Optimization exercise on an open flow, not production practice. RTL: at most simulated, not proved equivalent. Function not checked: runs 3 to 6. Power: default activity.

<file path="flow/run.sh">
#!/bin/bash
# synth_recipe.tcl (not shown) runs the flow's synth.tcl, then flattens the netlist and writes it again
# the make line also repeats each setting of config.mk as NAME=value (left out here)
make -C /OpenROAD-flow-scripts/flow DESIGN_CONFIG=/design/flow/config.mk WORK_HOME=/design/flow/orfs CLKGATE_MAP_FILE= SYNTH_SCRIPT=/design/flow/synth_recipe.tcl finish
</file>
<file path="flow/constraint.sdc">
create_clock -name core_clock -period 3.3 [get_ports {clk}]
set_input_delay 0.6600 -clock core_clock [delete_from_list [all_inputs] [get_ports {clk}]]
set_output_delay 0.6600 -clock core_clock [all_outputs]
set_load 0.01 [all_outputs]
</file>
<file path="flow/config.mk">
export PLATFORM = sky130hd
export DESIGN_NAME = cory_vtap2
export DESIGN_NICKNAME = cory_vtap2
export VERILOG_FILES = /design/flow/design.v
export SDC_FILE = /design/flow/constraint.sdc
export NUM_CORES = 4
export LEC_CHECK = 0
export ABC_CLOCK_PERIOD_IN_PS = 2000
export CAP_MARGIN = 20
export CORE_MARGIN = 2
export CORE_UTILIZATION = 40
export CTS_CLUSTER_DIAMETER = 150
export CTS_CLUSTER_SIZE = 24
export SETUP_SLACK_MARGIN = 1.5
export SLEW_MARGIN = 20
</file>
<file path="flow/design.v">
module cory_vtap2 #(
  parameter int N = 8,
  parameter int W = 8
) (
  input  logic         clk,
  input  logic         reset,
  input  logic         i_a_v,
  input  logic [N-1:0] i_a_d,
  input  logic         i_a_last_x,
  input  logic         i_a_last_y,
  output logic         o_a_r,
  output logic         o_z_v,
  output logic [N-1:0] o_z_d,
  output logic [N-1:0] o_z_up,
  output logic         o_z_up_v,
  output logic         o_z_last_x,
  output logic         o_z_last_y,
  input  logic         i_z_r
);
  localparam int NG = W - 3;
  logic          step_q;           
  logic          step_d;
  logic          acc, del;
  logic         ar_q;
  logic         iv0_q, iv0_d;
  logic [N-1:0] id0_q;
  logic         ix0_q, iy0_q;
  assign o_a_r = ar_q;
  assign acc   = i_a_v & ar_q;
  assign iv0_d = (iv0_q & ~step_q) | acc;
  always_ff @(posedge clk) begin
    if (reset) begin
      ar_q  <= 1'b1;
      iv0_q <= 1'b0;
    end else begin
      ar_q  <= ~iv0_d | step_d;
      iv0_q <= iv0_d;
    end
  end
  always_ff @(posedge clk) begin
    if (ar_q) begin
      id0_q <= i_a_d; ix0_q <= i_a_last_x; iy0_q <= i_a_last_y;
    end
  end
  logic         ov0_q, ov1_q, ov1_d;
  logic [N-1:0] od0_q, ou0_q;
  logic         ouv0_q, ox0_q, oy0_q;
  logic [N-1:0] r_up;
  logic         row0_q;
  logic [N-1:0] rd;
  assign r_up = row0_q ? '0 : rd;
  assign del  = ov0_q & i_z_r;
  assign ov1_d = del ? (ov1_q & step_q) : (ov1_q | (ov0_q & step_q));
  always_ff @(posedge clk) begin
    if (reset) begin
      ov0_q <= 1'b0;
      ov1_q <= 1'b0;
    end else begin
      ov0_q <= del ? (ov1_q | step_q) : (ov0_q | step_q);
      ov1_q <= ov1_d;
    end
  end
  localparam int OW = 2 * N + 3;
  logic [OW-1:0] o0_q, o1_q, o_new, o0_src;
  logic          o0_ld;
  assign o_new  = {id0_q, r_up, ~row0_q, ix0_q, iy0_q};
  assign o0_ld  = del | ~ov0_q;
  assign o0_src = (del & ov1_q) ? o1_q : o_new;
  always_ff @(posedge clk) begin
    o0_q <= o0_q ^ ({OW{o0_ld}} & (o0_q ^ o0_src));
    if (del | ~ov1_q) o1_q <= o_new;
  end
  assign {od0_q, ou0_q, ouv0_q, ox0_q, oy0_q} = o0_q;
  assign o_z_v      = ov0_q;
  assign o_z_d      = od0_q;
  assign o_z_up     = ou0_q;
  assign o_z_up_v   = ouv0_q;
  assign o_z_last_x = ox0_q;
  assign o_z_last_y = oy0_q;
  logic [NG-1:0] cg_q, cg_d;       
  logic [NG-1:0] pen;              
  logic          st_q, st_d;       
  logic          ge_q, ge_d;       
  logic [NG-1:0] al_d;             
  logic [NG-1:0] rot_q, rot_d;     
  logic [N-1:0]  head [NG];
  always_comb begin
    cg_d  = cg_q;
    st_d  = st_q;
    ge_d  = ge_q;
    if (step_q) begin
      if (ix0_q) cg_d = NG'(1);
      else if (ge_q) cg_d = {cg_q[NG-2:0], cg_q[NG-1]};
      st_d = ix0_q | ge_q;
      ge_d = ~ix0_q & ~ge_q & |(cg_q & pen);
    end
    step_d = iv0_d & ~ov1_d & (~st_d | |(cg_d & al_d));
    for (int k = 0; k < NG; k++)
      rot_d[k] = (step_d & cg_d[k]) | (~al_d[k] & ~(cg_d[k] & ~st_d));
    rd = '0;
    for (int k = 0; k < NG; k++) if (cg_q[k]) rd = rd | head[k];
  end
  always_ff @(posedge clk) begin
    if (reset) begin
      cg_q   <= NG'(1);
      st_q   <= 1'b1;
      ge_q   <= 1'b0;
      row0_q <= 1'b1;
      step_q <= 1'b0;
      rot_q  <= '0;
    end else begin
      cg_q   <= cg_d;
      st_q   <= st_d;
      ge_q   <= ge_d;
      step_q <= step_d;
      rot_q  <= rot_d;
      if (step_q & ix0_q) row0_q <= iy0_q;
    end
  end
  for (genvar k = 0; k < NG; k++) begin : g_grp
    localparam int SB = (k == 0) ? 4 : k + 3;    
    localparam int S  = 1 << SB;
    logic [SB-1:0] off_q;
    logic [N-1:0]  m_q [S];
    assign al_d[k]  = rot_q[k] ? (off_q == '1) : (off_q == '0);
    assign pen[k]   = (off_q == SB'(S - 2));
    assign head[k]  = m_q[0];
    always_ff @(posedge clk) begin
      if (reset) off_q <= '0;
      else if (rot_q[k]) off_q <= off_q + 1'b1;
    end
    always_ff @(posedge clk) begin
      if (rot_q[k]) begin
        for (int i = 0; i < S - 1; i++) m_q[i] <= m_q[i+1];
        m_q[S-1] <= (step_q & cg_q[k]) ? id0_q : m_q[0];
      end
    end
  end
endmodule
</file>
==> summary.txt, run 1 <==
The flow ran to the end and the layout has no timing, DRC or antenna violations. The detail-routed net length per standard cell came out at 17.2 um. The wire length after detailed routing is 83300 um. The initial core utilization is 0.401. The number of max-slew violations in the final report is 0. On the critical path the largest part of the delay comes from flip-flops.

The clock tree from TritonCTS is built. STA classifies the critical path startpoint as a register. The portion of the post-synthesis area used by sequential elements came out at 0.968.

From synthesis to final layout, the design area changed by 10.2%. The analysis attributes to cell leakage a power of 0.0193 uW. The least setup slack across all paths after layout is 1.36 ns. The root buffer cell is sky130_fd_sc_hd__clkbuf_16. The library cell used most frequently in the layout, excluding fill and tap cells, is sky130_fd_sc_hd__edfxtp_1. The number of warning messages in the yosys log came out at 7. The total nets after synthesis is 2460.

The worst register-to-register path has a setup slack of 1.43 ns. The insertion delay of the later-clocked pin in the worst-skew pair is 0.74 ns. The die area came out at 168000 um^2. At the worst endpoint, the required time is 2.64 ns. VDD sags by at most 753 uV. The via count of the first global-routing pass came out at 21500. The highest achievable clock rate came out at 514 MHz. The layer with the highest usage is met1. The floorplan die height is 410 um.

The sum of buffers and inverters on the critical path is 1. In the layout the commonest cells are 2096 x sky130_fd_sc_hd__edfxtp_1, 103 x sky130_fd_sc_hd__clkbuf_16, 54 x sky130_fd_sc_hd__mux2_2. 35 I/O pins were placed. The overall global routing resource usage is 0.0962. The final critical-path required period came out at 1.94 ns. The critical path arrival came out at 1.28 ns. The worst-case setup slack after placement came out at 0.622 ns. The overflow left after global routing is 0. The number of inserted filler cells in the final layout came out at 13400. The global routing met1 resource utilization came out at 0.157. The worst setup path is of the register to output pin kind.

At the end of routability-driven placement, the weighted congestion stood at 0.797. The number of clock sinks seen by CTS is 2140. The utilization after layout came out at 0.442. The number of I/O port buffers came out at 34.

The gate count of the mapped netlist is 2430. The post-DP HPWL came out at 39100 um. The H-tree depth is 3.

The count of hold-fix buffers inserted at cts is 0. The number of antenna violations at the first check in global routing is 2. Of the available clock period, the critical path in the final layout requires 0.589. The post-placement cell count came out at 4654. The final number of hold-violating endpoints came to 0. Setup repair after global routing could not meet its margin everywhere. The number of design rule violations left after detail routing came out at 0. Walking the worst path, the cells encountered are buf_2. The netlist area before placement is 66000 um^2. The transition time of the tightest slew-check pin came out at 1.04 ns. The post-route cell area is 72700 um^2.

The area of the multi-input gates is 2270 um^2. Of the cells placed in the final design, the portion with a size suffix greater than 1 is 0.116. The maximum cell stage delay along the critical path is 0.39 ns.

The wire length of the first global-routing pass came out at 128000 um. The maximum number of pins on one net before global-route repair came out at 222. The number of design-rule violations left by the first detailed-router iteration is 2530. Clock-pin slew was measured on the worst setup and hold paths at 0.10 ns. The final-report setup violation count came out at 0.

The met3 usage came out at 0.0197. The fraction of registers with async set/reset is 0. The length of the first detailed-routing pass in iterations is 5.

The number of rows created at floorplan is 149. The final-stage net count is 2632. The post-synthesis register bit count came out at 2140.

Max-cap violations in this run came to 0. The area inside the core boundary came out at 164000 um^2. The largest fanout of any net on the critical path came out at 1. The ratio of routed vias to standard cells came out at 4.62. The clock skew came out at 0.0413 ns. Summing all flip-flop and latch instances after layout gives 63900 um^2. The synthesized area divided by synthesized cell count is 27.1 um^2. The die extent in x is 410 um. In this run the power density over the cells is 782 nW/um^2.

The number of nets with antenna violations after detailed routing is 0. STA classifies the critical path endpoint as an output pin. The number of buffers on the longest clock path came out at 3. In this run, synthesis inferred 2096 flip-flops with an integrated enable.

The placed cell area came out at 69200 um^2. The met2 layer usage reported by global route is 0.127. The via total after detailed routing is 22300. Among all stages on the critical path, the largest delay is contributed by sky130_fd_sc_hd__edfxtp_1.

The number of different library cells in the post-synthesis netlist is 46. The type of the worst min-delay path is register to register. The most used flip-flop cell after synthesis is sky130_fd_sc_hd__edfxtp_1. The total CTS buffers is 99. The relative max-transition margin is 0.310.

Excluding fillers, the count of instances in the completed layout stands at 4829.
-- kinds of logic (layout without fill, tap and decap cells) --
group,Yosys count,count (layout),share of synthesized area
muxes,65,65,0.0110
buffers and inverters,33,242,0.00197
adders and majority gates,16,16,0.00304
and+or+nand+nor,95,95,0.00711
xor gates and xnor gates,17,17,0.00226
DFF,2140,2140,0.968
AOI/OAI and AO/OA,64,64,0.00708
other,0,1,0
-- flip-flops by register name, summed over array words and instances (netlist names), named ones only --
register / cells
rot_q: 5
row0_q: 1
iv0_q: 1
o1_q: 19
ge_q: 1
ix0_q: 1
id0_q: 8
step_q: 1
ov1_q: 1
g_grp.off_q: 26
iy0_q: 1
ov0_q: 1
st_q: 1
cg_q: 5
ar_q: 1
g_grp.m_q: 2048
-- through the flow --
stage | total power (uW) | TNS (ns) | hold WS [ns]
finish | 56800 | 0 | 0.388
global route | 59300 | 0 | 0.410
CTS | 57500 | 0 | 0.389
detailed placement | 43800 | 0 | 0.405
global placement | 43400 | 0 | 0.400
floorplan | 40800 | -6024.41 | 0.400
-- worst paths after layout --
path | start | endpoint | depth (start not counted)
max | register | o_z_last_y | 1
min | g_grp[3].m_q[60][0] | g_grp[3].m_q[59][0] | 0
max reg2reg | g_grp[2].m_q[0][1] | register | 3
min reg2reg | g_grp[3].m_q[60][0] | g_grp[3].m_q[59][0] | 0
-- where the power goes --
group	internal, uW	switching (uW)
Combinational	1010	4090
Clock	5730	7510
Sequential	36900	1530
Total	43700	13100
-- per-layer routing --
| metal | wire [um] | up-vias |
|---|---|---|
| met2 | 34100 | 380 |
| li1 | - | 10100 |
| met1 | 43200 | 11700 |
| met4 | 2610 | 0 |
| met3 | 3320 | 160 |
| met5 | 0 | - |
-- final cells by class --
type,count,share of cell area
well taps,2189,0.0377
repair buffers,90,0.0133
inverters,14,0.000723
clock inverters,6,0.00148
diodes,1,0.0000344
multi-input cells,257,0.0312
clock buffers,132,0.0364
flip-flops and latches,2140,0.879
-- synth_stat cells (2+ instances only) --
cell,number,share of area
sky130_fd_sc_hd__mux2i_1,7,0.0011
sky130_fd_sc_hd__nor2b_1,2,0.00019
sky130_fd_sc_hd__nor3_1,2,0.00015
sky130_fd_sc_hd__xor2_1,12,0.0016
sky130_fd_sc_hd__a21oi_1,17,0.0013
sky130_fd_sc_hd__xnor2_1,5,0.00066
sky130_fd_sc_hd__nand4_1,10,0.00095
sky130_fd_sc_hd__buf_2,2,0.00015
sky130_fd_sc_hd__nor2_1,36,0.0020
sky130_fd_sc_hd__edfxtp_1,2096,0.95
sky130_fd_sc_hd__nand2_1,17,0.00097
sky130_fd_sc_hd__and3_1,3,0.00028
sky130_fd_sc_hd__nand3_1,9,0.00068
sky130_fd_sc_hd__a22oi_1,8,0.00091
sky130_fd_sc_hd__inv_1,14,0.00080
sky130_fd_sc_hd__nor4b_1,5,0.00066
sky130_fd_sc_hd__mux2_2,58,0.0099
sky130_fd_sc_hd__o21ai_0,10,0.00076
sky130_fd_sc_hd__nand2b_1,2,0.00019
sky130_fd_sc_hd__buf_1,4,0.00023
sky130_fd_sc_hd__and2_1,2,0.00019
sky130_fd_sc_hd__clkbuf_1,12,0.00068
sky130_fd_sc_hd__dfxtp_1,44,0.013
sky130_fd_sc_hd__a32oi_1,3,0.00040
sky130_fd_sc_hd__a222oi_1,8,0.0012
sky130_fd_sc_hd__or3_1,4,0.00038
sky130_fd_sc_hd__o211ai_1,3,0.00034
sky130_fd_sc_hd__ha_1,16,0.0030
sky130_fd_sc_hd__o22ai_1,2,0.00019
-- timing repair --
item | 4_1_cts | 5_1_grt
gates resized for setup | 153 | 24
setup buffers | 24 | 8
pin swaps | 16 | 15
setup endpoints to repair | 855 | 1089
gates cloned | 2 | 2
Testbench counts, summed over its fixed seeds: cycles 43,876, items 43,860.
==> run 2, diff against run 1 <==
--- a/flow/config.mk
+++ b/flow/config.mk
@@ -8,8 +8,8 @@
 export ABC_CLOCK_PERIOD_IN_PS = 2000
-export CAP_MARGIN = 20
+export CAP_MARGIN = 10
 export CORE_MARGIN = 2
 export CORE_UTILIZATION = 40
-export CTS_CLUSTER_DIAMETER = 150
-export CTS_CLUSTER_SIZE = 24
+export CTS_CLUSTER_DIAMETER = 100
+export CTS_CLUSTER_SIZE = 28
 export SETUP_SLACK_MARGIN = 1.5
-export SLEW_MARGIN = 20
+export SLEW_MARGIN = 10
==> run 2 against run 1 <==
Compared with the run above:
- sequential share of layout area increased by 0.31 points
- core utilization decreased by 0.15 points
- cell area decreased by 0.35%
- synthesized cell count unchanged
- clock skew decreased by 0.013 ns
- die area unchanged
- critical path depth unchanged
- worst setup slack improved by 0.0043 ns
- largest cell class unchanged
- largest power group unchanged
==> summary.txt, run 2 <==
Outcome: no timing/DRC/antenna violations (unchanged). The number of different library cells in the post-synthesis netlist came to 46 (unchanged). The startpoint of the worst-slack reg-to-reg timing path is g_grp[1].m_q[0][0] (was g_grp[2].m_q[0][1]). The highest achievable clock rate came out at 515 MHz (was 514 MHz). Largest registers ranked by flip-flop count: g_grp.m_q: 2048 flops, g_grp.off_q: 26 flops, o1_q: 19 flops (unchanged). The portion of total power attributed to the clock network is 0.221 (was 0.233).

The die extent in x was 410 um (unchanged). The critical path's slowest cell was sky130_fd_sc_hd__dfxtp_4 (was sky130_fd_sc_hd__edfxtp_1). The number of cells traversed by the worst hold path is 0 (unchanged). The length of the first detailed-routing pass in iterations came out at 7 (was 5).

The number of rows created at floorplan came to 149 (unchanged). The post-synthesis register bit count came out at 2140 (unchanged). The wire length after detailed routing is 82700 um (was 83300 um). The synthesized area divided by synthesized cell count came out at 27.1 um^2 (unchanged). The register-to-register setup slack is 1.37 ns (was 1.43 ns). The cell-internal power came to 43100 uW (was 43700 uW). The H-tree depth came out at 3 (unchanged). The sum of buffers and inverters on the critical path is 1 (unchanged).

The type of the worst min-delay path was register to register (unchanged). The number of antenna violations at the first check in global routing is 2 (unchanged). The die area came out at 168000 um^2 (unchanged). The total CTS buffers is 87 (was 99). The flip-flop count of the largest register after layout came to 2048 (unchanged). The overflow left after global routing is 0 (unchanged). The largest fanout of any net on the critical path is 2 (was 1). The number of clock sinks seen by CTS was 2140 (unchanged). The power density over the cells is 774 nW/um^2 (was 782 nW/um^2). The clock transition at the registers of the reported paths came out at 0.11 ns (was 0.10 ns). The commonest non-fill, non-tap cell in the layout is sky130_fd_sc_hd__edfxtp_1 (unchanged). The area of the multi-input gates was 2240 um^2 (was 2270 um^2). The net switching share of the total power came out at 0.231 (about the same). The required arrival time at the worst endpoint came out at 2.64 ns (about the same). The fraction of registers with async set/reset came to 0 (unchanged). The max capacitance violation total is 0 (unchanged). The utilization after layout is 0.440 (was 0.442). The number of top-level design ports is 35 (unchanged). The area fraction of the dominant cell type after synthesis was 0.954 (unchanged). The final number of hold-violating endpoints came to 0 (unchanged). The initial core utilization was 0.401 (unchanged).

The number of I/O port buffers is 34 (unchanged). The ratio of routed vias to standard cells is 4.61 (was 4.62). The number of inserted filler cells in the final layout is 13400 (about the same).

The clock skew was 0.0281 ns (was 0.0413 ns). The wire length of the first global-routing pass is 127000 um (was 128000 um). The netlist area before placement came out at 66000 um^2 (unchanged). The gate count of the mapped netlist came out at 2430 (unchanged).

The relative max-transition margin came out at 0.351 (was 0.310). The cell type contributing the most total cell area after synthesis was sky130_fd_sc_hd__edfxtp_1 (unchanged). The final critical-path required period came out at 1.94 ns (about the same). Critical Path, Cell by Cell: buf_6 (was buf_2). The maximum resistive drop on vdd is 690 uV (was 753 uV). The root buffer cell is sky130_fd_sc_hd__clkbuf_16 (unchanged).

Setup repair after global routing missed its margin: true (unchanged). The critical setup path kind is register to output pin (unchanged). The end of the worst hold path is g_grp[0].m_q[12][1] (was g_grp[3].m_q[59][0]).

The reported leakage power came out at 0.0192 uW (was 0.0193 uW). The post-DP HPWL is 39100 um (unchanged). The kind of end point of the critical path is an output pin (unchanged). The total nets after synthesis came out at 2460 (unchanged). Tracing the worst setup path back leads to its startpoint at ar_q.

The logic depth of the worst register-to-register path is 3 (unchanged). The power spent charging and discharging nets came to 12900 uW (was 13100 uW). The top flip-flop cell by instance count after synthesis is sky130_fd_sc_hd__edfxtp_1 (unchanged). The dominant delay contributor by cell family on the critical path is flip-flops (unchanged). The number of nets with antenna violations after detailed routing came out at 0 (unchanged). Commonest cells after routing, fill and taps aside: 2096 x sky130_fd_sc_hd__edfxtp_1, 93 x sky130_fd_sc_hd__clkbuf_16, 53 x sky130_fd_sc_hd__mux2_2 (was 2096 x sky130_fd_sc_hd__edfxtp_1, 103 x sky130_fd_sc_hd__clkbuf_16, 54 x sky130_fd_sc_hd__mux2_2).

The element type at the critical path start is a register (unchanged). The number of design rule violations left after detail routing came out at 0 (unchanged). The startpoint of the worst hold path is g_grp[0].m_q[13][1] (was g_grp[3].m_q[60][0]). The storage element area came to 63900 um^2 (unchanged). The register ranked first by flip-flop count is g_grp.m_q (unchanged). The detail-routed net length per standard cell came out at 17.2 um (about the same).

The via count of the first global-routing pass came out at 21400 (was 21500). The final-report setup violation count is 0 (unchanged). The combinational share of power was 0.093 (was 0.090). The maximum cell stage delay along the critical path is 0.44 ns (was 0.39 ns). Top cells by area, synth: sky130_fd_sc_hd__edfxtp_1 95%, sky130_fd_sc_hd__dfxtp_1 1.3%, sky130_fd_sc_hd__mux2_2 0.99%, sky130_fd_sc_hd__ha_1 0.30%, sky130_fd_sc_hd__nor2_1 0.20% (unchanged).

Most used standard cells in the synthesized netlist: 2096 x sky130_fd_sc_hd__edfxtp_1, 58 x sky130_fd_sc_hd__mux2_2, 44 x sky130_fd_sc_hd__dfxtp_1, 36 x sky130_fd_sc_hd__nor2_1 (unchanged). The number of buffers on the longest clock path is 3 (unchanged). The number of design-rule violations left by the first detailed-router iteration was 2623 (was 2530). The power share of the sequential group came out at 0.686 (was 0.677). The total power came out at 56000 uW (was 56800 uW). The number of enable flip-flop cells after synthesis came out at 2096 (unchanged). The insertion delay of the later-clocked pin in the worst-skew pair is 0.70 ns (was 0.74 ns).

The number of warning messages in the yosys log is 7 (unchanged). The number of max-slew violations in the final report is 0 (unchanged). The transition time of the tightest slew-check pin came out at 0.973 ns (was 1.04 ns). The critical path arrival is 1.28 ns (about the same). The global placer's final weighted congestion is 0.797 (unchanged). The clock tree from TritonCTS was built (unchanged). The final-stage net count came out at 2624 (was 2632). The overall global routing resource usage came to 0.0953 (was 0.0962). The area inside the core boundary was 164000 um^2 (unchanged). The part of the cycle the worst path needs is 0.588 (was 0.589).

The layout cell share with drive strength beyond 1 is 0.111 (was 0.116). The relative area change from synthesis to final layout is 9.77% (was 10.2%). The maximum number of pins on one net before global-route repair came out at 222 (unchanged). The portion of the post-synthesis area used by sequential elements is 0.968 (unchanged). The via total after detailed routing came to 22200 (was 22300). The cell with the most instances after synthesis was sky130_fd_sc_hd__edfxtp_1 (unchanged). The floorplan die height is 410 um (unchanged).
## run 2: cell count changes in the layout (fill, tap and decap cells not counted), moves of 3 or more
cell / delta
sky130_fd_sc_hd__o21ai_1: +3
sky130_fd_sc_hd__buf_4: +3
sky130_fd_sc_hd__clkbuf_16: -10
sky130_fd_sc_hd__clkbuf_1: -5
sky130_fd_sc_hd__o21ai_2: -3
sky130_fd_sc_hd__inv_6: +3
## run 2: layout make-up
type / instances / area share
flip-flops and latches: 2140 / 0.882
well taps: 2189 / 0.0378
clock buffers: 115 / 0.0321
multi-input cells: 257 / 0.0310
repair buffers: 94 / 0.0145
clock inverters: 8 / 0.00156
inverters: 14 / 0.000726
diodes: 1 / 0.0000346
## run 2: per-stage QoR
step / TNS, ns / hold slack, ns / area, um^2 / setup WS (ns) / instances
finish: 0 / 0.411 / 72400 / 1.36 / 4818
global placement: 0 / 0.400 / 69200 / 0.771 / 4654
floorplan: -6024.41 / 0.400 / 66000 / -5.13 / 2430
global route: 0 / 0.419 / 72400 / 1.29 / 4817
CTS: 0 / 0.406 / 72100 / 1.28 / 4802
detailed placement: 0 / 0.405 / 69200 / 0.622 / 4654
## run 2: worst max-delay path by stage
| stage | to | cells after the start |
|---|---|---|
| 3_5_place_dp | register | 3 |
| 6_report | o_a_r | 1 |
| 5_1_grt | o_z_d[5] | 1 |
| 2_1_floorplan | ar_q | 6 |
| 4_1_cts | o_a_r | 1 |
| 3_3_place_gp | register | 3 |
## run 2: cells by family (layout without fill, tap and decap cells)
family,count (synthesis),count (layout),synth area share
DFF,2140,2140,0.968
muxes,65,65,0.0110
buffers and inverters,33,231,0.00197
adders and majority gates,16,16,0.00304
and+or+nand+nor,95,95,0.00711
AOI/OAI and AO/OA,64,64,0.00708
xor gates and xnor gates,17,17,0.00226
other,0,1,0
## run 2: power groups by stage
stage	logic (uW)	registers [uW]	clock network (uW)
global route	5780	38900	13900
floorplan	531	40300	0
detailed placement	4650	39100	0
CTS	4990	38600	13100
global placement	4340	39100	0
finish	5220	38400	12400
## run 2: timing repair
action | CTS | global route
hold endpoints to repair | 0 | 0
gates resized for setup | 152 | 18
setup endpoints to repair | 857 | 1175
pin swaps | 15 | 14
hold buffers | 0 | 0
gates cloned | 2 | 4
setup buffers | 23 | 11
## run 2: per-layer routing
metal,vias up,part of all wire,global-route usage
li1,10000,-,-
met1,11700,0.52,0.156
met2,380,0.41,0.126
met3,141,0.038,0.0184
met4,0,0.028,0.0322
met5,-,0,0
==> run 3, diff against run 2 <==
--- a/flow/design.v
+++ b/flow/design.v
@@ -27,4 +27,6 @@
   logic         ix0_q, iy0_q;
+  logic         ld_in;
   assign o_a_r = ar_q;
-  assign acc   = i_a_v & ar_q;
+  assign ld_in = ~iv0_q | step_q;
+  assign acc   = i_a_v & ld_in;
   assign iv0_d = (iv0_q & ~step_q) | acc;
@@ -40,15 +42,14 @@
   always_ff @(posedge clk) begin
-    if (ar_q) begin
-      id0_q <= i_a_d; ix0_q <= i_a_last_x; iy0_q <= i_a_last_y;
-    end
+    {id0_q, ix0_q, iy0_q} <= {id0_q, ix0_q, iy0_q}
+      ^ ({(N + 2){ld_in}} & ({id0_q, ix0_q, iy0_q} ^ {i_a_d, i_a_last_x, i_a_last_y}));
   end
   logic         ov0_q, ov1_q, ov1_d;
+  logic         ovi_q;             
   logic [N-1:0] od0_q, ou0_q;
   logic         ouv0_q, ox0_q, oy0_q;
-  logic [N-1:0] r_up;
-  logic         row0_q;
-  logic [N-1:0] rd;
-  assign r_up = row0_q ? '0 : rd;
-  assign del  = ov0_q & i_z_r;
-  assign ov1_d = del ? (ov1_q & step_q) : (ov1_q | (ov0_q & step_q));
+  logic [N-1:0] r_up;               
+  logic         row0_q, row0_d;
+  logic [N-1:0] rd_d;
+  assign del  = ovi_q & i_z_r;
+  assign ov1_d = del ? (ov1_q & step_q) : (ov1_q | (ovi_q & step_q));
   always_ff @(posedge clk) begin
@@ -56,5 +57,7 @@
       ov0_q <= 1'b0;
+      ovi_q <= 1'b0;
       ov1_q <= 1'b0;
     end else begin
-      ov0_q <= del ? (ov1_q | step_q) : (ov0_q | step_q);
+      ov0_q <= del ? (ov1_q | step_q) : (ovi_q | step_q);
+      ovi_q <= ov1_q | step_q | (ovi_q & ~i_z_r);
       ov1_q <= ov1_d;
@@ -66,3 +69,3 @@
   assign o_new  = {id0_q, r_up, ~row0_q, ix0_q, iy0_q};
-  assign o0_ld  = del | ~ov0_q;
+  assign o0_ld  = del | ~ovi_q;
   assign o0_src = (del & ov1_q) ? o1_q : o_new;
@@ -85,3 +88,3 @@
   logic [NG-1:0] rot_q, rot_d;     
-  logic [N-1:0]  head [NG];
+  logic [N-1:0]  head [NG];        
   always_comb begin
@@ -99,4 +102,5 @@
       rot_d[k] = (step_d & cg_d[k]) | (~al_d[k] & ~(cg_d[k] & ~st_d));
-    rd = '0;
-    for (int k = 0; k < NG; k++) if (cg_q[k]) rd = rd | head[k];
+    row0_d = (step_q & ix0_q) ? iy0_q : row0_q;
+    rd_d = '0;
+    for (int k = 0; k < NG; k++) if (cg_d[k]) rd_d = rd_d | head[k];
   end
@@ -116,5 +120,6 @@
       rot_q  <= rot_d;
-      if (step_q & ix0_q) row0_q <= iy0_q;
+      row0_q <= row0_d;
     end
   end
+  always_ff @(posedge clk) r_up <= row0_d ? '0 : rd_d;
   for (genvar k = 0; k < NG; k++) begin : g_grp
@@ -126,3 +131,3 @@
     assign pen[k]   = (off_q == SB'(S - 2));
-    assign head[k]  = m_q[0];
+    assign head[k]  = rot_q[k] ? m_q[1] : m_q[0];
     always_ff @(posedge clk) begin
--- a/flow/config.mk
+++ b/flow/config.mk
@@ -7,4 +7,4 @@
 export LEC_CHECK = 0
-export ABC_CLOCK_PERIOD_IN_PS = 2000
-export CAP_MARGIN = 10
+export ABC_CLOCK_PERIOD_IN_PS = 1500
+export CAP_MARGIN = 20
 export CORE_MARGIN = 2
@@ -12,4 +12,4 @@
 export CTS_CLUSTER_DIAMETER = 100
-export CTS_CLUSTER_SIZE = 28
-export SETUP_SLACK_MARGIN = 1.5
-export SLEW_MARGIN = 10
+export CTS_CLUSTER_SIZE = 26
+export SETUP_SLACK_MARGIN = 1.6
+export SLEW_MARGIN = 20
==> run 3 against run 2 <==
Compared with the run above:
- still clean on timing, DRC and antenna
- cell area grew 0.67%
- worst setup slack lost 0.014 ns
- power grew 8.6%
- clock-buffer cell count shrank 2
- clock power grew 3%
- synthesized cell count grew 2.4%
- flip-flop and latch count grew 9
- fmax shrank 0.70%
- sequential power grew 9.4%
- area after synthesis grew 0.40%
- worst hold slack lost 0.020 ns
- critical path type unchanged
- largest cell class unchanged
- largest power group unchanged
==> summary.txt, run 3 <==
The floorplan die height came out at 411 um (was 410 um). The number of enable flip-flop cells after synthesis is 2056 (was 2096). The post-route cell area is 72900 um^2 (was 72400 um^2). Largest registers ranked by flip-flop count: g_grp.m_q: 2048 flops, g_grp.off_q: 26 flops, o1_q: 19 flops (unchanged). The post-synthesis register bit count came to 2149 (was 2140). The maximum cell stage delay along the critical path came to 0.40 ns (was 0.44 ns).

The fraction of registers with async set/reset was 0 (unchanged). The sum of buffers and inverters on the critical path came to 1 (unchanged). The die area is 169000 um^2 (was 168000 um^2). The synthesized-area fraction occupied by ao, oa, aoi and oai cells is 0.00693 (was 0.00708).

The count of hold-fix buffers inserted at cts is 0 (unchanged). The root buffer cell is sky130_fd_sc_hd__clkbuf_16 (unchanged). The commonest non-fill, non-tap cell in the layout is sky130_fd_sc_hd__edfxtp_1 (unchanged). The transition time of the tightest slew-check pin was 0.754 ns (was 0.973 ns). The final-stage net count came out at 2685 (was 2624). The final number of hold-violating endpoints came out at 0 (unchanged). The detail-routed net length per standard cell was 16.9 um (was 17.2 um).

The critical path arrival was 1.29 ns (was 1.28 ns). The via total after detailed routing is 22300 (was 22200). The netlist area before placement came out at 66200 um^2 (was 66000 um^2). The insertion delay of the later-clocked pin in the worst-skew pair came out at 0.74 ns (was 0.70 ns). Critical Path, Cell by Cell: buf_2 (was buf_6). The placed cell area came out at 69500 um^2 (was 69200 um^2). The register ranked first by flip-flop count was g_grp.m_q (unchanged). The post-DP HPWL came to 38400 um (was 39100 um). The global placer's final weighted congestion was 0.830 (was 0.797). The via count of the first global-routing pass is 21800 (was 21400). The length of the first detailed-routing pass in iterations is 7 (unchanged). The total nets after synthesis is 2519 (was 2460).

The utilization after layout is 0.443 (was 0.440). The synthesized-area fraction occupied by adder cells came to 0.00302 (was 0.00304). The flip-flop count of the largest register after layout came to 2048 (unchanged). The max capacitance violation total is 0 (unchanged). The H-tree depth came out at 3 (unchanged). The number of warning messages in the yosys log is 7 (unchanged).

The number of top-level design ports was 35 (unchanged). The maximum number of pins on one net before global-route repair is 141 (was 222). The area fraction of the dominant cell type after synthesis is 0.932 (was 0.954). The relative area change from synthesis to final layout is 10.1% (was 9.77%). The number of I/O port buffers is 34 (unchanged). The number of rows created at floorplan came to 149 (unchanged). The number of nets with antenna violations after detailed routing came out at 0 (unchanged). The reported leakage power is 0.0225 uW (was 0.0192 uW). The relative max-transition margin was 0.497 (was 0.351). The cell with the most instances after synthesis is sky130_fd_sc_hd__edfxtp_1 (unchanged). The number of max-slew violations in the final report came out at 0 (unchanged). The number of inserted filler cells in the final layout came to 13400 (about the same). The power density over the cells came to 835 nW/um^2 (was 774 nW/um^2).

The total CTS buffers came out at 93 (was 87). The synthesized area divided by synthesized cell count came out at 26.6 um^2 (was 27.1 um^2). The clock tree from TritonCTS is built (unchanged). The number of antenna violations at the first check in global routing came out at 1 (was 2).

Top cells by area, synth: sky130_fd_sc_hd__edfxtp_1 93%, sky130_fd_sc_hd__dfxtp_1 2.8%, sky130_fd_sc_hd__mux2_2 1.7%, sky130_fd_sc_hd__ha_1 0.30%, sky130_fd_sc_hd__nor2_1 0.21% (was sky130_fd_sc_hd__edfxtp_1 95%, sky130_fd_sc_hd__dfxtp_1 1.3%, sky130_fd_sc_hd__mux2_2 0.99%, sky130_fd_sc_hd__ha_1 0.30%, sky130_fd_sc_hd__nor2_1 0.20%). The number of inserted diodes was 0 (was 1). The required arrival time at the worst endpoint came out at 2.64 ns (about the same). The path length in cells of the critical path is 1 (unchanged). The number of design rule violations left after detail routing is 0 (unchanged). The number of buffers on the longest clock path is 3 (unchanged). The dominant delay contributor by cell family on the critical path was flip-flops (unchanged).

The critical setup path kind is register to output pin (unchanged). The number of different library cells in the post-synthesis netlist is 47 (was 46). The number of design-rule violations left by the first detailed-router iteration came out at 2549 (was 2623). The initial core utilization came out at 0.402 (was 0.401). The xor/xnor share of the synthesized area is 0.00238 (was 0.00226). The logic depth of the worst register-to-register path came out at 6 (was 3). The gate count of the mapped netlist came to 2489 (was 2430).

The post-synthesis simple-gate area fraction came out at 0.00748 (was 0.00711). The clock skew is 0.0544 ns (was 0.0281 ns). The part of the cycle the worst path needs is 0.592 (was 0.588). The overflow left after global routing came out at 0 (unchanged).

The least setup slack across all paths after layout is 1.35 ns (was 1.36 ns). The critical path's slowest cell is sky130_fd_sc_hd__edfxtp_1 (was sky130_fd_sc_hd__dfxtp_4). The type of the worst min-delay path is register to register (unchanged). The number of clock sinks seen by CTS is 2149 (was 2140). The total power came to 60900 uW (was 56000 uW). The cell type contributing the most total cell area after synthesis is sky130_fd_sc_hd__edfxtp_1 (unchanged). The overall global routing resource usage came out at 0.0942 (was 0.0953). The worst-case setup slack after placement came out at 0.700 ns (was 0.622 ns). The highest achievable clock rate came out at 512 MHz (was 515 MHz).

Setup repair after global routing missed its margin: true (unchanged). The element type at the critical path start is a register (unchanged). Most used standard cells in the synthesized netlist: 2056 x sky130_fd_sc_hd__edfxtp_1, 99 x sky130_fd_sc_hd__mux2_2, 93 x sky130_fd_sc_hd__dfxtp_1, 37 x sky130_fd_sc_hd__nor2_1, 25 x sky130_fd_sc_hd__nand2_1 (was 2096 x sky130_fd_sc_hd__edfxtp_1, 58 x sky130_fd_sc_hd__mux2_2, 44 x sky130_fd_sc_hd__dfxtp_1, 36 x sky130_fd_sc_hd__nor2_1). Commonest cells after routing, fill and taps aside: 2056 x sky130_fd_sc_hd__edfxtp_1, 98 x sky130_fd_sc_hd__mux2_2, 98 x sky130_fd_sc_hd__clkbuf_16 (was 2096 x sky130_fd_sc_hd__edfxtp_1, 93 x sky130_fd_sc_hd__clkbuf_16, 53 x sky130_fd_sc_hd__mux2_2). Outcome: no timing/DRC/antenna violations (unchanged). The final hold slack came out at 0.390 ns (was 0.411 ns). The kind of end point of the critical path is an output pin (unchanged).

The maximum resistive drop on vdd was 511 uV (was 690 uV). The final-report setup violation count is 0 (unchanged). The top flip-flop cell by instance count after synthesis is sky130_fd_sc_hd__edfxtp_1 (unchanged).

The wire length after detailed routing came to 82200 um (was 82700 um). The ratio of routed vias to standard cells came out at 4.59 (was 4.61). The largest fanout of any net on the critical path was 1 (was 2). The die extent in x is 411 um (was 410 um). The multiplexer area fraction after synthesis is 0.0177 (was 0.0110). The main combinational cell family by area after synthesis is multiplexers (unchanged). The area inside the core boundary came out at 165000 um^2 (was 164000 um^2).

The number of cells traversed by the worst hold path came out at 0 (unchanged). The clock transition at the registers of the reported paths is 0.10 ns (was 0.11 ns). The wire length of the first global-routing pass came out at 127000 um (about the same). The portion of the post-synthesis area used by sequential elements came out at 0.960 (was 0.968).

The final critical-path required period came out at 1.95 ns (was 1.94 ns). The layout cell share with drive strength beyond 1 is 0.119 (was 0.111).
==> run 3: cell count changes in the layout (fill, tap and decap cells not counted), moves of 6 or more <==
cell | previous run | this run
sky130_fd_sc_hd__dfxtp_1 | 24 | 80
sky130_fd_sc_hd__mux2_2 | 53 | 98
sky130_fd_sc_hd__edfxtp_1 | 2096 | 2056
sky130_fd_sc_hd__buf_4 | 35 | 15
sky130_fd_sc_hd__buf_8 | 1 | 8
sky130_fd_sc_hd__clkbuf_1 | 26 | 19
sky130_fd_sc_hd__nand2_1 | 17 | 24
sky130_fd_sc_hd__a21oi_2 | 7 | 1
sky130_fd_sc_hd__buf_12 | 3 | 9
==> run 3: metrics by stage <==
stage / instances / TNS (ns)
2_1_floorplan: 2489 / -5919.67
3_3_place_gp: 4716 / 0
3_5_place_dp: 4716 / 0
4_1_cts: 4858 / 0
5_1_grt: 4870 / 0
6_report: 4870 / 0
==> run 3: cells by family after synthesis <==
kind of cell,count (synthesis)
AO/OA/AOI/OAI,64
XOR/XNOR,18
adder cells (fa/ha/maj),16
buffers and inverters,35
flip-flops,2149
multiplexers,105
AND/OR/NAND/NOR,102
==> run 3: power by group <==
| group | internal (uW) | switching (uW) | leakage (uW) |
|---|---|---|---|
| registers | 39900 | 2110 | 0.0196 |
| clock network | 5300 | 7510 | 0.00126 |
| logic | 1600 | 4480 | 0.00162 |
==> run 3: layout make-up <==
class / instances / area [um^2] / share of cell area
clock inverter: 8 / 179 / 0.00245
clock buffer: 113 / 2420 / 0.0332
inverter: 15 / 56.3 / 0.000772
multi-input combinational: 306 / 2650 / 0.0363
timing repair buffer: 90 / 1210 / 0.0166
tap: 2189 / 2740 / 0.0376
sequential: 2149 / 63600 / 0.873
==> run 3: layer usage <==
metal	share of wire	track usage
met1	0.51	0.150
met2	0.42	0.128
met3	0.038	0.0198
met4	0.028	0.0306
met5	0	0
==> run 3: worst paths after layout <==
check	slack (ns)	endpoint	start
min reg2reg	0.39	g_grp[3].m_q[60][5]	g_grp[3].m_q[61][5]
max reg2reg	1.44	ar_q	register
max	1.35	o_z_up[7]	register
min	0.39	g_grp[3].m_q[60][5]	g_grp[3].m_q[61][5]
==> run 3: timing repair <==
| item | CTS | global route |
|---|---|---|
| gates cloned | 6 | 6 |
| setup buffers | 15 | 6 |
| gates resized for setup | 140 | 36 |
| pin swaps | 10 | 15 |
| endpoints found under the setup margin | 1397 | 604 |
| hold endpoints to repair | 0 | 0 |
==> run 4, diff against run 3 <==
--- a/flow/config.mk
+++ b/flow/config.mk
@@ -7,3 +7,3 @@
 export LEC_CHECK = 0
-export ABC_CLOCK_PERIOD_IN_PS = 1500
+export ABC_CLOCK_PERIOD_IN_PS = 2000
 export CAP_MARGIN = 20
@@ -13,3 +13,3 @@
 export CTS_CLUSTER_SIZE = 26
-export SETUP_SLACK_MARGIN = 1.6
+export SETUP_SLACK_MARGIN = 1.5
 export SLEW_MARGIN = 20
==> run 4 against run 3 <==
Compared with the run above:
- worst hold slack improved by 0.0010 ns
- sequential share of layout area is 0.31 points higher
- combinational power shrank 4.6%
- die area unchanged
- non-clock buffer count fell by 12
- via count down 0.33%
- core utilization down 0.16 points
- first-iteration DRC count is 1.2% lower
==> summary.txt, run 4 <==
The element type at the critical path start was a register (unchanged). The cell with the most instances after synthesis is sky130_fd_sc_hd__edfxtp_1 (unchanged). The number of cells traversed by the worst hold path is 0 (unchanged). The top flip-flop cell by instance count after synthesis is sky130_fd_sc_hd__edfxtp_1 (unchanged).

The utilization after layout came out at 0.441 (was 0.443). The combinational share of power is 0.096 (was 0.100). The relative area change from synthesis to final layout came out at 9.67% (was 10.1%). The post-synthesis register bit count came to 2149 (unchanged).

The final hold slack came out at 0.391 ns (was 0.390 ns). The largest fanout of any net on the critical path is 1 (unchanged). The via total after detailed routing is 22300 (about the same). The number of warning messages in the yosys log was 7 (unchanged). The max capacitance violation total came out at 0 (unchanged). The maximum resistive drop on vdd is 510 uV (was 511 uV). The register ranked first by flip-flop count was g_grp.m_q (unchanged).

The critical path's slowest cell is sky130_fd_sc_hd__edfxtp_1 (unchanged). The commonest non-fill, non-tap cell in the layout is sky130_fd_sc_hd__edfxtp_1 (unchanged). The number of enable flip-flop cells after synthesis is 2056 (unchanged).

The detail-routed net length per standard cell was 16.8 um (was 16.9 um). The maximum number of pins on one net before global-route repair came out at 179 (was 141). The via count of the first global-routing pass came out at 21700 (was 21800). The area fraction of the dominant cell type after synthesis came out at 0.932 (unchanged). The number of buffers on the longest clock path is 3 (unchanged).

Critical Path, Cell by Cell: buf_2 (unchanged). The net switching share of the total power is 0.231 (was 0.232). The synthesized area divided by synthesized cell count came out at 26.6 um^2 (unchanged).

The overall global routing resource usage is 0.0934 (was 0.0942). The type of the worst min-delay path is register to register (unchanged). The number of inserted filler cells in the final layout is 13400 (about the same). Setup repair after global routing missed its margin: true (unchanged). The kind of end point of the critical path is an output pin (unchanged). The path length in cells of the critical path is 1 (unchanged). The number of clock sinks seen by CTS is 2149 (unchanged). The wire length of the first global-routing pass came out at 126000 um (was 127000 um). The netlist area before placement is 66200 um^2 (unchanged). The post-route cell area came out at 72600 um^2 (was 72900 um^2). The highest achievable clock rate is 512 MHz (about the same). The number of different library cells in the post-synthesis netlist is 47 (unchanged).

The die area came out at 169000 um^2 (unchanged). The maximum cell stage delay along the critical path is 0.40 ns (about the same). The final-report setup violation count came out at 0 (unchanged).

The layout cell share with drive strength beyond 1 is 0.114 (was 0.119). The overflow left after global routing came to 0 (unchanged). The flip-flop count of the largest register after layout is 2048 (unchanged). The number of max-slew violations in the final report is 0 (unchanged). The critical path arrival came out at 1.29 ns (about the same). The power spent charging and discharging nets came out at 14000 uW (was 14100 uW).

The power density over the cells was 834 nW/um^2 (was 835 nW/um^2). The relative max-transition margin is 0.463 (was 0.497). The part of the cycle the worst path needs was 0.592 (about the same). The fraction of registers with async set/reset came to 0 (unchanged).

The worst-case setup slack after placement is 0.700 ns (unchanged). The count of hold-fix buffers inserted at cts is 0 (unchanged). The root buffer cell is sky130_fd_sc_hd__clkbuf_16 (unchanged). The number of I/O port buffers is 34 (unchanged). The H-tree depth came to 3 (unchanged). The least setup slack across all paths after layout was 1.35 ns (about the same).

The ratio of routed vias to standard cells came out at 4.58 (was 4.59). The final number of hold-violating endpoints came out at 0 (unchanged). The area inside the core boundary came out at 165000 um^2 (unchanged). Most used standard cells in the synthesized netlist: 2056 x sky130_fd_sc_hd__edfxtp_1, 99 x sky130_fd_sc_hd__mux2_2, 93 x sky130_fd_sc_hd__dfxtp_1, 37 x sky130_fd_sc_hd__nor2_1, 25 x sky130_fd_sc_hd__nand2_1 (unchanged). The final-stage net count is 2673 (was 2685). The cell type contributing the most total cell area after synthesis is sky130_fd_sc_hd__edfxtp_1 (unchanged). The total nets after synthesis is 2519 (unchanged). The portion of the post-synthesis area used by sequential elements came out at 0.960 (unchanged). The global placer's final weighted congestion is 0.830 (unchanged). The portion of total power attributed to the clock network is 0.211 (was 0.210). The cell-internal power is 46600 uW (was 46800 uW). Outcome: no timing/DRC/antenna violations (unchanged). The total CTS buffers is 93 (unchanged). The length of the first detailed-routing pass in iterations is 7 (unchanged). The insertion delay of the later-clocked pin in the worst-skew pair is 0.74 ns (about the same). The clock skew came out at 0.0537 ns (was 0.0544 ns). The die extent in x came out at 411 um (unchanged). The placed cell area is 69500 um^2 (unchanged). The transition time of the tightest slew-check pin was 0.805 ns (was 0.754 ns).

The floorplan die height came out at 411 um (unchanged). The number of design-rule violations left by the first detailed-router iteration is 2518 (was 2549). The wire length after detailed routing came to 81400 um (was 82200 um). The final critical-path required period is 1.95 ns (about the same). The clock tree from TritonCTS is built (unchanged). The required arrival time at the worst endpoint came out at 2.64 ns (about the same). The gate count of the mapped netlist came out at 2489 (unchanged). The dominant delay contributor by cell family on the critical path was flip-flops (unchanged).

The number of inserted diodes came to 0 (unchanged). Top cells by area, synth: sky130_fd_sc_hd__edfxtp_1 93%, sky130_fd_sc_hd__dfxtp_1 2.8%, sky130_fd_sc_hd__mux2_2 1.7%, sky130_fd_sc_hd__ha_1 0.30%, sky130_fd_sc_hd__nor2_1 0.21% (unchanged). Largest registers ranked by flip-flop count: g_grp.m_q: 2048 flops, g_grp.off_q: 26 flops, o1_q: 19 flops (unchanged). The initial core utilization is 0.402 (unchanged). The number of top-level design ports came out at 35 (unchanged). The critical setup path kind was register to output pin (unchanged). The logic depth of the worst register-to-register path was 5 (was 6).

The number of antenna violations at the first check in global routing came out at 1 (unchanged). Commonest cells after routing, fill and taps aside: 2056 x sky130_fd_sc_hd__edfxtp_1, 99 x sky130_fd_sc_hd__mux2_2, 97 x sky130_fd_sc_hd__clkbuf_16 (was 2056 x sky130_fd_sc_hd__edfxtp_1, 98 x sky130_fd_sc_hd__mux2_2, 98 x sky130_fd_sc_hd__clkbuf_16). The clock transition at the registers of the reported paths came out at 0.10 ns (about the same). The number of design rule violations left after detail routing came out at 0 (unchanged). The sum of buffers and inverters on the critical path was 1 (unchanged). The post-DP HPWL is 38400 um (unchanged). The number of rows created at floorplan came to 149 (unchanged). The reported leakage power is 0.0224 uW (was 0.0225 uW).

The number of nets with antenna violations after detailed routing is 0 (unchanged). The power share of the sequential group came to 0.693 (was 0.690).
[run 4: cell counts after synthesis]
Identical to the previous run, type by type.
[run 4: cell families after synthesis]
group	Yosys count	share of synthesized area
adder cells (fa/ha/maj)	16	0.00302
AND/OR/NAND/NOR	102	0.00748
XOR/XNOR	18	0.00238
multiplexers	105	0.0177
AO/OA/AOI/OAI	64	0.00693
flip-flops	2149	0.960
buffers and inverters	35	0.00204
[run 4: per-layer routing]
layer  part of all wire  vias up  wire, um  track usage
li1                   -    10200         -            -
met4              0.028        0      2300       0.0305
met3              0.040      160      3280       0.0201
met2               0.42      330     34200        0.126
met1               0.51    11600     41600        0.149
met5                  0        -         0            0
[run 4: final cells by class]
type,count,area (um^2),area share
Tap cell,2189,2740,0.0377
Inverter,15,56.3,0.000775
Clock inverter,8,179,0.00246
Timing Repair Buffer,78,981,0.0135
Clock buffer,113,2420,0.0334
Multi-Input combinational cell,306,2620,0.0361
Sequential cell,2149,63600,0.876
[run 4: final timing paths]
| path | from | to | slack, ns |
|---|---|---|---|
| worst max-delay path | register | o_z_d[0] | 1.35 |
| worst min-delay path | g_grp[3].m_q[10][2] | g_grp[3].m_q[9][2] | 0.39 |
| worst max register to register | register | ar_q | 1.41 |
| worst min register to register | g_grp[3].m_q[10][2] | g_grp[3].m_q[9][2] | 0.39 |
[run 4: per-stage QoR]
step                instances  power [uW]  setup TNS, ns
floorplan                2489       43900       -5919.67
global placement         4716       47700              0
detailed placement       4716       48000              0
CTS                      4852       61300              0
global route             4858       63400              0
finish                   4858       60600              0
[run 4: power by group through the flow]
stage / Combinational [uW] / Clock (uW) / Sequential (uW)
final: 5800 / 12800 / 42000
after global routing: 6370 / 14300 / 42700
after CTS: 5680 / 13400 / 42200
after detailed placement: 5310 / 0 / 42700
after global placement: 5020 / 0 / 42700
after floorplan: 1030 / 0 / 42800
[run 4: what timing repair did]
action	CTS	global route
gates cloned	3	4
endpoints found under the setup margin	1216	687
gates resized for setup	124	26
pin swaps	7	7
buffers inserted	12	2
==> run 5, diff against run 4 <==
--- a/flow/design.v
+++ b/flow/design.v
@@ -41,5 +41,9 @@
   end
+  logic ix0s_q, iy0s_q;
   always_ff @(posedge clk) begin
-    {id0_q, ix0_q, iy0_q} <= {id0_q, ix0_q, iy0_q}
-      ^ ({(N + 2){ld_in}} & ({id0_q, ix0_q, iy0_q} ^ {i_a_d, i_a_last_x, i_a_last_y}));
+    if (ld_in) id0_q <= i_a_d;
+    ix0_q  <= ld_in ? i_a_last_x : ix0s_q;
+    ix0s_q <= ld_in ? i_a_last_x : ix0_q;
+    iy0_q  <= ld_in ? i_a_last_y : iy0s_q;
+    iy0s_q <= ld_in ? i_a_last_y : iy0_q;
   end
@@ -66,3 +70,3 @@
   localparam int OW = 2 * N + 3;
-  logic [OW-1:0] o0_q, o1_q, o_new, o0_src;
+  logic [OW-1:0] o0_q, o0s_q, o1_q, o_new, o0_src;
   logic          o0_ld;
@@ -72,3 +76,4 @@
   always_ff @(posedge clk) begin
-    o0_q <= o0_q ^ ({OW{o0_ld}} & (o0_q ^ o0_src));
+    o0_q  <= o0_ld ? o0_src : o0s_q;
+    o0s_q <= o0_ld ? o0_src : o0_q;
     if (del | ~ov1_q) o1_q <= o_new;
--- a/flow/config.mk
+++ b/flow/config.mk
@@ -13,3 +13,3 @@
 export CTS_CLUSTER_SIZE = 26
-export SETUP_SLACK_MARGIN = 1.5
+export SETUP_SLACK_MARGIN = 1.8
 export SLEW_MARGIN = 20
==> run 5 against run 4 <==
Compared with the run above:
- synthesized cell count increased by 5.0%
- fmax grew 2.2%
- worst setup slack better by 0.042 ns
- area after synthesis rose by 1.0%
- final cell count increased by 5.6%
- via count grew 7.8%
- clock-buffer cell count rose by 20
- critical path type is now register to register
- largest power group unchanged
==> summary.txt, run 5 <==
Outcome: no timing/DRC/antenna violations (unchanged). The number of warning messages in the yosys log is 7 (unchanged). Largest registers ranked by flip-flop count: g_grp.m_q: 2048 flops, g_grp.off_q: 26 flops (was g_grp.m_q: 2048 flops, g_grp.off_q: 26 flops, o1_q: 19 flops). The area fraction of the dominant cell type after synthesis came out at 0.914 (was 0.932). The wire length of the first global-routing pass is 135000 um (was 126000 um).

The reported leakage power is 0.0233 uW (was 0.0224 uW). The portion of the post-synthesis area used by sequential elements is 0.954 (was 0.960). The placed cell area came out at 70300 um^2 (was 69500 um^2). The final critical-path required period is 1.91 ns (was 1.95 ns). The number of nets with antenna violations after detailed routing came out at 0 (unchanged). Setup repair after global routing missed its margin: true (unchanged). The layout cell share with drive strength beyond 1 came out at 0.160 (was 0.114). The post-DP HPWL came to 40600 um (was 38400 um). The number of design rule violations left after detail routing came to 0 (unchanged). The via total after detailed routing came out at 24000 (was 22300). The cell type contributing the most total cell area after synthesis is sky130_fd_sc_hd__edfxtp_1 (unchanged). The final-stage net count is 2906 (was 2673). Commonest cells after routing, fill and taps aside: 2035 x sky130_fd_sc_hd__edfxtp_1, 116 x sky130_fd_sc_hd__clkbuf_16, 99 x sky130_fd_sc_hd__dfxtp_1 (was 2056 x sky130_fd_sc_hd__edfxtp_1, 99 x sky130_fd_sc_hd__mux2_2, 97 x sky130_fd_sc_hd__clkbuf_16). The relative max-transition margin came to 0.280 (was 0.463). The highest achievable clock rate came out at 523 MHz (was 512 MHz). The detail-routed net length per standard cell came to 17.8 um (was 16.8 um). The total CTS buffers came out at 94 (was 93). The overflow left after global routing came out at 0 (unchanged). The wire length after detailed routing came to 91100 um (was 81400 um).

The element type at the critical path start is a register (unchanged). The clock skew is 0.0411 ns (was 0.0537 ns). The ratio of routed vias to standard cells came to 4.68 (was 4.58). The required arrival time at the worst endpoint is 3.93 ns (was 2.64 ns). The register-to-register setup slack came out at 1.39 ns (was 1.41 ns). The number of design-rule violations left by the first detailed-router iteration is 2829 (was 2518).

Top cells by area, synth: sky130_fd_sc_hd__edfxtp_1 91%, sky130_fd_sc_hd__dfxtp_1 4.0%, sky130_fd_sc_hd__mux2_2 1.4%, sky130_fd_sc_hd__a21oi_1 0.38%, sky130_fd_sc_hd__o22ai_1 0.37% (was sky130_fd_sc_hd__edfxtp_1 93%, sky130_fd_sc_hd__dfxtp_1 2.8%, sky130_fd_sc_hd__mux2_2 1.7%, sky130_fd_sc_hd__ha_1 0.30%, sky130_fd_sc_hd__nor2_1 0.21%). The startpoint of the worst hold path was g_grp[3].m_q[3][0] (was g_grp[3].m_q[10][2]). The critical path arrival is 2.54 ns (was 1.29 ns). The number of antenna violations at the first check in global routing came out at 4 (was 1).

The root buffer cell was sky130_fd_sc_hd__clkbuf_16 (unchanged). The relative area change from synthesis to final layout is 13.2% (was 9.67%). The critical setup path kind is register to register (was register to output pin). The insertion delay of the later-clocked pin in the worst-skew pair is 0.73 ns (was 0.74 ns). The number of clock sinks seen by CTS is 2170 (was 2149).

The max capacitance violation total is 0 (unchanged). The cell with the most instances after synthesis is sky130_fd_sc_hd__edfxtp_1 (unchanged). The kind of end point of the critical path is a register (was output pin). The register ranked first by flip-flop count is g_grp.m_q (unchanged). The commonest non-fill, non-tap cell in the layout is sky130_fd_sc_hd__edfxtp_1 (unchanged). The synthesized area divided by synthesized cell count is 25.6 um^2 (was 26.6 um^2).

The die area came to 170000 um^2 (was 169000 um^2). In this run the critical register-to-register path is launched from g_grp[2].off_q[0]. The largest fanout of any net on the critical path came out at 3 (was 1).

The transition time of the tightest slew-check pin is 1.08 ns (was 0.805 ns). The part of the cycle the worst path needs is 0.579 (was 0.592). The type of the worst min-delay path is register to register (unchanged). The clock transition at the registers of the reported paths came to 0.11 ns (was 0.10 ns). The final-report setup violation count is 0 (unchanged). The maximum resistive drop on vdd is 421 uV (was 510 uV). The area inside the core boundary is 167000 um^2 (was 165000 um^2). The initial core utilization is 0.401 (was 0.402). The logic depth of the worst register-to-register path came out at 8 (was 5).

The netlist area before placement came out at 66900 um^2 (was 66200 um^2). The post-synthesis register bit count is 2170 (was 2149). The top flip-flop cell by instance count after synthesis is sky130_fd_sc_hd__edfxtp_1 (unchanged). The via count of the first global-routing pass is 22500 (was 21700). The endpoint of the most critical register-to-register path is ar_q (unchanged). The maximum number of pins on one net before global-route repair was 164 (was 179).

The global placer's final weighted congestion is 0.770 (was 0.830). The number of inserted filler cells in the final layout is 13500 (was 13400). The H-tree depth is 3 (unchanged).

The length of the first detailed-routing pass in iterations is 7 (unchanged). The number of max-slew violations in the final report was 0 (unchanged). The overall global routing resource usage came out at 0.102 (was 0.0934). The number of top-level design ports is 35 (unchanged).

The flip-flop count of the largest register after layout came out at 2048 (unchanged). The die extent in x came out at 413 um (was 411 um). The gate count of the mapped netlist is 2613 (was 2489). Most used standard cells in the synthesized netlist: 2035 x sky130_fd_sc_hd__edfxtp_1, 135 x sky130_fd_sc_hd__dfxtp_1, 81 x sky130_fd_sc_hd__mux2_2, 54 x sky130_fd_sc_hd__nor2_1, 51 x sky130_fd_sc_hd__a21oi_1 (was 2056 x sky130_fd_sc_hd__edfxtp_1, 99 x sky130_fd_sc_hd__mux2_2, 93 x sky130_fd_sc_hd__dfxtp_1, 37 x sky130_fd_sc_hd__nor2_1, 25 x sky130_fd_sc_hd__nand2_1).

The number of enable flip-flop cells after synthesis is 2035 (was 2056). The total nets after synthesis is 2643 (was 2519). The power density over the cells is 813 nW/um^2 (was 834 nW/um^2). The post-route cell area is 75700 um^2 (was 72600 um^2).

The number of buffers on the longest clock path is 3 (unchanged). The end of the worst hold path is g_grp[3].m_q[2][0] (was g_grp[3].m_q[9][2]). The count of hold-fix buffers inserted at cts is 0 (unchanged). The number of I/O port buffers came out at 34 (unchanged). The total power came out at 61600 uW (was 60600 uW).

The number of different library cells in the post-synthesis netlist is 49 (was 47). The final number of hold-violating endpoints is 0 (unchanged). The fraction of registers with async set/reset came out at 0 (unchanged). The number of cells traversed by the worst hold path is 0 (unchanged). The number of rows created at floorplan is 150 (was 149). The floorplan die height came out at 413 um (was 411 um). The clock tree from TritonCTS is built (unchanged).
==> run 5: changes by cell type after synthesis, sizes merged, moves of 17 or more <==
cell / delta
nor2: +17
edfxtp: -21
mux2: -18
dfxtp: +42
a21oi: +35
o22ai: +38
==> run 5: through the flow <==
step,instances,utilization,hold slack (ns),setup WS [ns],TNS (ns)
final,5130,0.454,0.402,1.39,0
after global routing,5127,0.454,0.407,1.32,0
after CTS,5061,0.447,0.396,1.36,0
after detailed placement,4849,0.422,0.405,0.895,0
after global placement,4849,0.422,0.401,0.907,0
after floorplan,2613,-,0.399,-5.48,-5935.09
==> run 5: cell type report <==
cell class | count | area (um^2) | share of cell area
sequential | 2170 | 63900 | 0.844
timing repair buffer | 200 | 3080 | 0.0406
antenna | 3 | 7.51 | 0.0000992
tap | 2204 | 2760 | 0.0364
inverter | 19 | 80.1 | 0.00106
clock inverter | 10 | 145 | 0.00192
multi-input combinational | 391 | 3230 | 0.0427
clock buffer | 133 | 2520 | 0.0333
==> run 5: power breakdown <==
part / switching (uW) / leakage (uW) / internal, uW
Sequential: 1810 / 0.0193 / 38800
Clock: 7740 / 0.00128 / 5430
Combinational: 4830 / 0.00269 / 2920
Total: 14400 / 0.0233 / 47200
==> run 5: cells by family (layout without fill, tap and decap cells) <==
| family | Yosys count | after routing | share of synthesized area |
|---|---|---|---|
| flops | 2170 | 2170 | 0.954 |
| xor+xnor | 18 | 18 | 0.00236 |
| fa+ha+maj | 16 | 16 | 0.00299 |
| mux | 87 | 87 | 0.0145 |
| compound gates | 137 | 138 | 0.0134 |
| simple gates | 132 | 132 | 0.00954 |
| buf+inv | 53 | 362 | 0.00314 |
| other cells | 0 | 3 | 0 |
==> run 5: routing by layer <==
metal / track usage / routed length (um) / up-vias
li1: - / - / 10900
met1: 0.171 / 48100 / 12500
met2: 0.131 / 36400 / 454
met3: 0.0204 / 4270 / 140
met4: 0.0309 / 2310 / 0
met5: 0 / 0 / -
==> run 5: repair_timing <==
action | 4_1_cts | 5_1_grt
setup buffers | 49 | 41
pin swaps | 18 | 25
gates cloned | 20 | 25
setup endpoints to repair | 1983 | 1170
gates resized for setup | 216 | 69
hold endpoints to repair | 0 | 0
==> run 5: critical path, cell delays in order (launching register included) <==
cell and delay [ns]:
sky130_fd_sc_hd__dfxtp_2 0.35, sky130_fd_sc_hd__ha_4 0.16, sky130_fd_sc_hd__and3_4 0.18, sky130_fd_sc_hd__ha_4 0.15, sky130_fd_sc_hd__a22oi_2 0.26, sky130_fd_sc_hd__o22ai_2 0.13, sky130_fd_sc_hd__nor4b_4 0.35, sky130_fd_sc_hd__buf_4 0.18
sky130_fd_sc_hd__o21ai_2 0.06
==> run 5: worst max path at each step <==
| stage | startpoint | end | slack (ns) | depth (start not counted) |
|---|---|---|---|---|
| 4_1_cts | ar_q | o_a_r | 1.36 | 1 |
| 5_1_grt | g_grp[2].off_q[0] | ar_q | 1.32 | 8 |
| 2_1_floorplan | rot_q[4] | r_up[2] | -5.48 | 4 |
| 3_5_place_dp | step_q | rot_q[2] | 0.89 | 5 |
| 3_3_place_gp | reset | step_q | 0.91 | 3 |
| 6_report | g_grp[2].off_q[0] | ar_q | 1.39 | 8 |
==> run 6, diff against run 5 <==
--- a/flow/config.mk
+++ b/flow/config.mk
@@ -13,3 +13,3 @@
 export CTS_CLUSTER_SIZE = 26
-export SETUP_SLACK_MARGIN = 1.8
+export SETUP_SLACK_MARGIN = 1.5
 export SLEW_MARGIN = 20
==> run 6 against run 5 <==
Compared with the run above:
- final cell count down 1.9%
- cell area down 2.7%
- fmax up 1.7%
- via count down 3.0%
- combinational power down 28%
- routed wire length down 7.2%
- largest cell class unchanged
- clock-buffer cell count unchanged
- flip-flop and latch count unchanged
- register-to-register slack better by 0.03 ns
- die area unchanged
- global-route usage down 0.46 points
==> summary.txt, run 6 <==
The number of clock sinks seen by CTS is 2170 (unchanged). The maximum number of pins on one net before global-route repair came out at 203 (was 164). The overflow left after global routing was 0 (unchanged). The number of buffers on the longest clock path is 3 (unchanged).

The clock skew came out at 0.0355 ns (was 0.0411 ns). The commonest non-fill, non-tap cell in the layout is sky130_fd_sc_hd__edfxtp_1 (unchanged). The utilization after layout came out at 0.442 (was 0.454). Critical Path, Cell by Cell: inv_2 > ha_1 > nor4b_1 > a41oi_1 > o22ai_2 > nor4b_4 > buf_4 > o21ai_2 (was ha_4 > and3_4 > ha_4 > a22oi_2 > o22ai_2 > nor4b_4 > buf_4 > o21ai_2). The cell type contributing the most total cell area after synthesis is sky130_fd_sc_hd__edfxtp_1 (unchanged). The number of warning messages in the yosys log is 7 (unchanged). The transition time of the tightest slew-check pin came to 1.06 ns (was 1.08 ns). The dominant delay contributor by cell family on the critical path is compound AO/OA/AOI/OAI gates (was simple AND/OR/NAND/NOR gates). The total CTS buffers was 94 (unchanged).

The relative area change from synthesis to final layout was 10.1% (was 13.2%). The number of rows created at floorplan came to 150 (unchanged). The global placer's final weighted congestion came out at 0.770 (unchanged). The length of the first detailed-routing pass in iterations is 5 (was 7).

The final-report setup violation count came out at 0 (unchanged). The number of antenna violations at the first check in global routing came out at 4 (unchanged). The critical setup path kind is register to register (unchanged). The fraction of registers with async set/reset came out at 0 (unchanged). The root buffer cell is sky130_fd_sc_hd__clkbuf_16 (unchanged).

The register-to-register setup slack is 1.42 ns (was 1.39 ns). The synthesized area divided by synthesized cell count came out at 25.6 um^2 (unchanged). The max capacitance violation total is 0 (unchanged).

The largest fanout of any net on the critical path is 3 (unchanged). The highest achievable clock rate was 532 MHz (was 523 MHz). The register ranked first by flip-flop count is g_grp.m_q (unchanged). The total nets after synthesis came to 2643 (unchanged). The number of different library cells in the post-synthesis netlist is 49 (unchanged). Top cells by area, synth: sky130_fd_sc_hd__edfxtp_1 91%, sky130_fd_sc_hd__dfxtp_1 4.0%, sky130_fd_sc_hd__mux2_2 1.4%, sky130_fd_sc_hd__a21oi_1 0.38%, sky130_fd_sc_hd__o22ai_1 0.37% (unchanged). The part of the cycle the worst path needs is 0.569 (was 0.579). The number of non-filler instances in the completed layout is 5032 (was 5130).

Commonest cells after routing, fill and taps aside: 2035 x sky130_fd_sc_hd__edfxtp_1, 100 x sky130_fd_sc_hd__dfxtp_1, 99 x sky130_fd_sc_hd__clkbuf_16 (was 2035 x sky130_fd_sc_hd__edfxtp_1, 116 x sky130_fd_sc_hd__clkbuf_16, 99 x sky130_fd_sc_hd__dfxtp_1). The initial core utilization was 0.401 (unchanged). The type of the worst min-delay path is register to register (unchanged). The number of design-rule violations left by the first detailed-router iteration is 2802 (was 2829). Outcome: no timing/DRC/antenna violations (unchanged). The cell with the most instances after synthesis is sky130_fd_sc_hd__edfxtp_1 (unchanged). The number of enable flip-flop cells after synthesis is 2035 (unchanged). The wire length after detailed routing is 84600 um (was 91100 um).

The element type at the critical path start is a register (unchanged). The final critical-path required period is 1.88 ns (was 1.91 ns). The number of top-level design ports was 35 (unchanged). The final-stage net count is 2809 (was 2906). The critical path's slowest cell is sky130_fd_sc_hd__dfxtp_2 (unchanged). The kind of end point of the critical path was a register (unchanged). The H-tree depth came to 3 (unchanged). The gate count of the mapped netlist is 2613 (unchanged). The post-DP HPWL was 40600 um (unchanged). The number of design rule violations left after detail routing is 0 (unchanged). The die extent in x came out at 413 um (unchanged). The netlist area before placement came out at 66900 um^2 (unchanged).

The die area is 170000 um^2 (unchanged). The via count of the first global-routing pass was 22000 (was 22500). The area inside the core boundary is 167000 um^2 (unchanged).

Largest registers ranked by flip-flop count: g_grp.m_q: 2048 flops, g_grp.off_q: 26 flops (unchanged). Most used standard cells in the synthesized netlist: 2035 x sky130_fd_sc_hd__edfxtp_1, 135 x sky130_fd_sc_hd__dfxtp_1, 81 x sky130_fd_sc_hd__mux2_2, 54 x sky130_fd_sc_hd__nor2_1, 51 x sky130_fd_sc_hd__a21oi_1 (unchanged). The reported leakage power is 0.0223 uW (was 0.0233 uW). The top flip-flop cell by instance count after synthesis is sky130_fd_sc_hd__edfxtp_1 (unchanged). The clock tree from TritonCTS is built (unchanged). The maximum cell stage delay along the critical path is 0.37 ns (was 0.35 ns).

The total power came out at 59500 uW (was 61600 uW). The floorplan die height is 413 um (unchanged). The wire length of the first global-routing pass came out at 130000 um (was 135000 um). The layout cell share with drive strength beyond 1 is 0.121 (was 0.160). The maximum resistive drop on vdd is 476 uV (was 421 uV). The detail-routed net length per standard cell was 16.8 um (was 17.8 um). The area fraction of the dominant cell type after synthesis is 0.914 (unchanged). The via total after detailed routing is 23300 (was 24000). The relative max-transition margin came out at 0.290 (was 0.280).
[run 6: what timing repair did]
action,4_1_cts,5_1_grt
pin swaps,8,8
setup buffers,22,11
cloned,1,4
endpoints found under the setup margin,1119,709
resized for setup,155,22
endpoints found under the hold margin,0,0
[run 6: area by class of cell]
| type | count | area (um^2) |
|---|---|---|
| clock inverters | 10 | 145 |
| clock buffers | 133 | 2520 |
| flip-flops and latches | 2170 | 63900 |
| fillers | 13700 | 93000 |
| repair buffers | 104 | 1260 |
| well taps | 2204 | 2760 |
| inverters | 19 | 71.3 |
| multi-input cells | 390 | 3030 |
| diodes | 2 | 5.00 |
[run 6: per-stage QoR]
stage	TNS, ns	worst slack (ns)	instance area, um^2
after detailed placement	0	0.895	70300
final	0	1.42	73700
after floorplan	-5935.09	-5.48	67000
after CTS	0	1.36	73400
after global routing	0	1.34	73700
after global placement	0	0.907	70300
[run 6: worst paths after layout]
path | startpoint | endpoint | cells past startpoint
min | g_grp[3].m_q[4][3] | g_grp[3].m_q[3][3] | 0
max | g_grp[1].off_q[0] | ar_q | 8
max reg2reg | g_grp[1].off_q[0] | ar_q | 8
min reg2reg | g_grp[3].m_q[4][3] | g_grp[3].m_q[3][3] | 0
[run 6: power by group]
part / switching, uW / internal [uW] / leakage (uW)
clock: 7710 / 5430 / 0.00128
sequential: 1910 / 38900 / 0.0193
combinational: 4150 / 1450 / 0.00174
[run 6: routing by layer]
metal  wire length [um]  global-route usage
met5                  0                   0
met4               2180              0.0297
met3               3400              0.0190
met2              33100               0.123
met1              46000               0.165
[run 6: logic make-up (layout without fill, tap and decap cells)]
logic type                 Yosys count  after routing  synth area share
DFF                               2170           2170             0.954
AOI/OAI and AO/OA                  137            137            0.0134
and+or+nand+nor                    132            132           0.00954
muxes                               87             87            0.0145
buffers and inverters               53            266           0.00314
xor gates and xnor gates            18             18           0.00236
adders and majority gates           16             16           0.00299
other                                0              2                 0
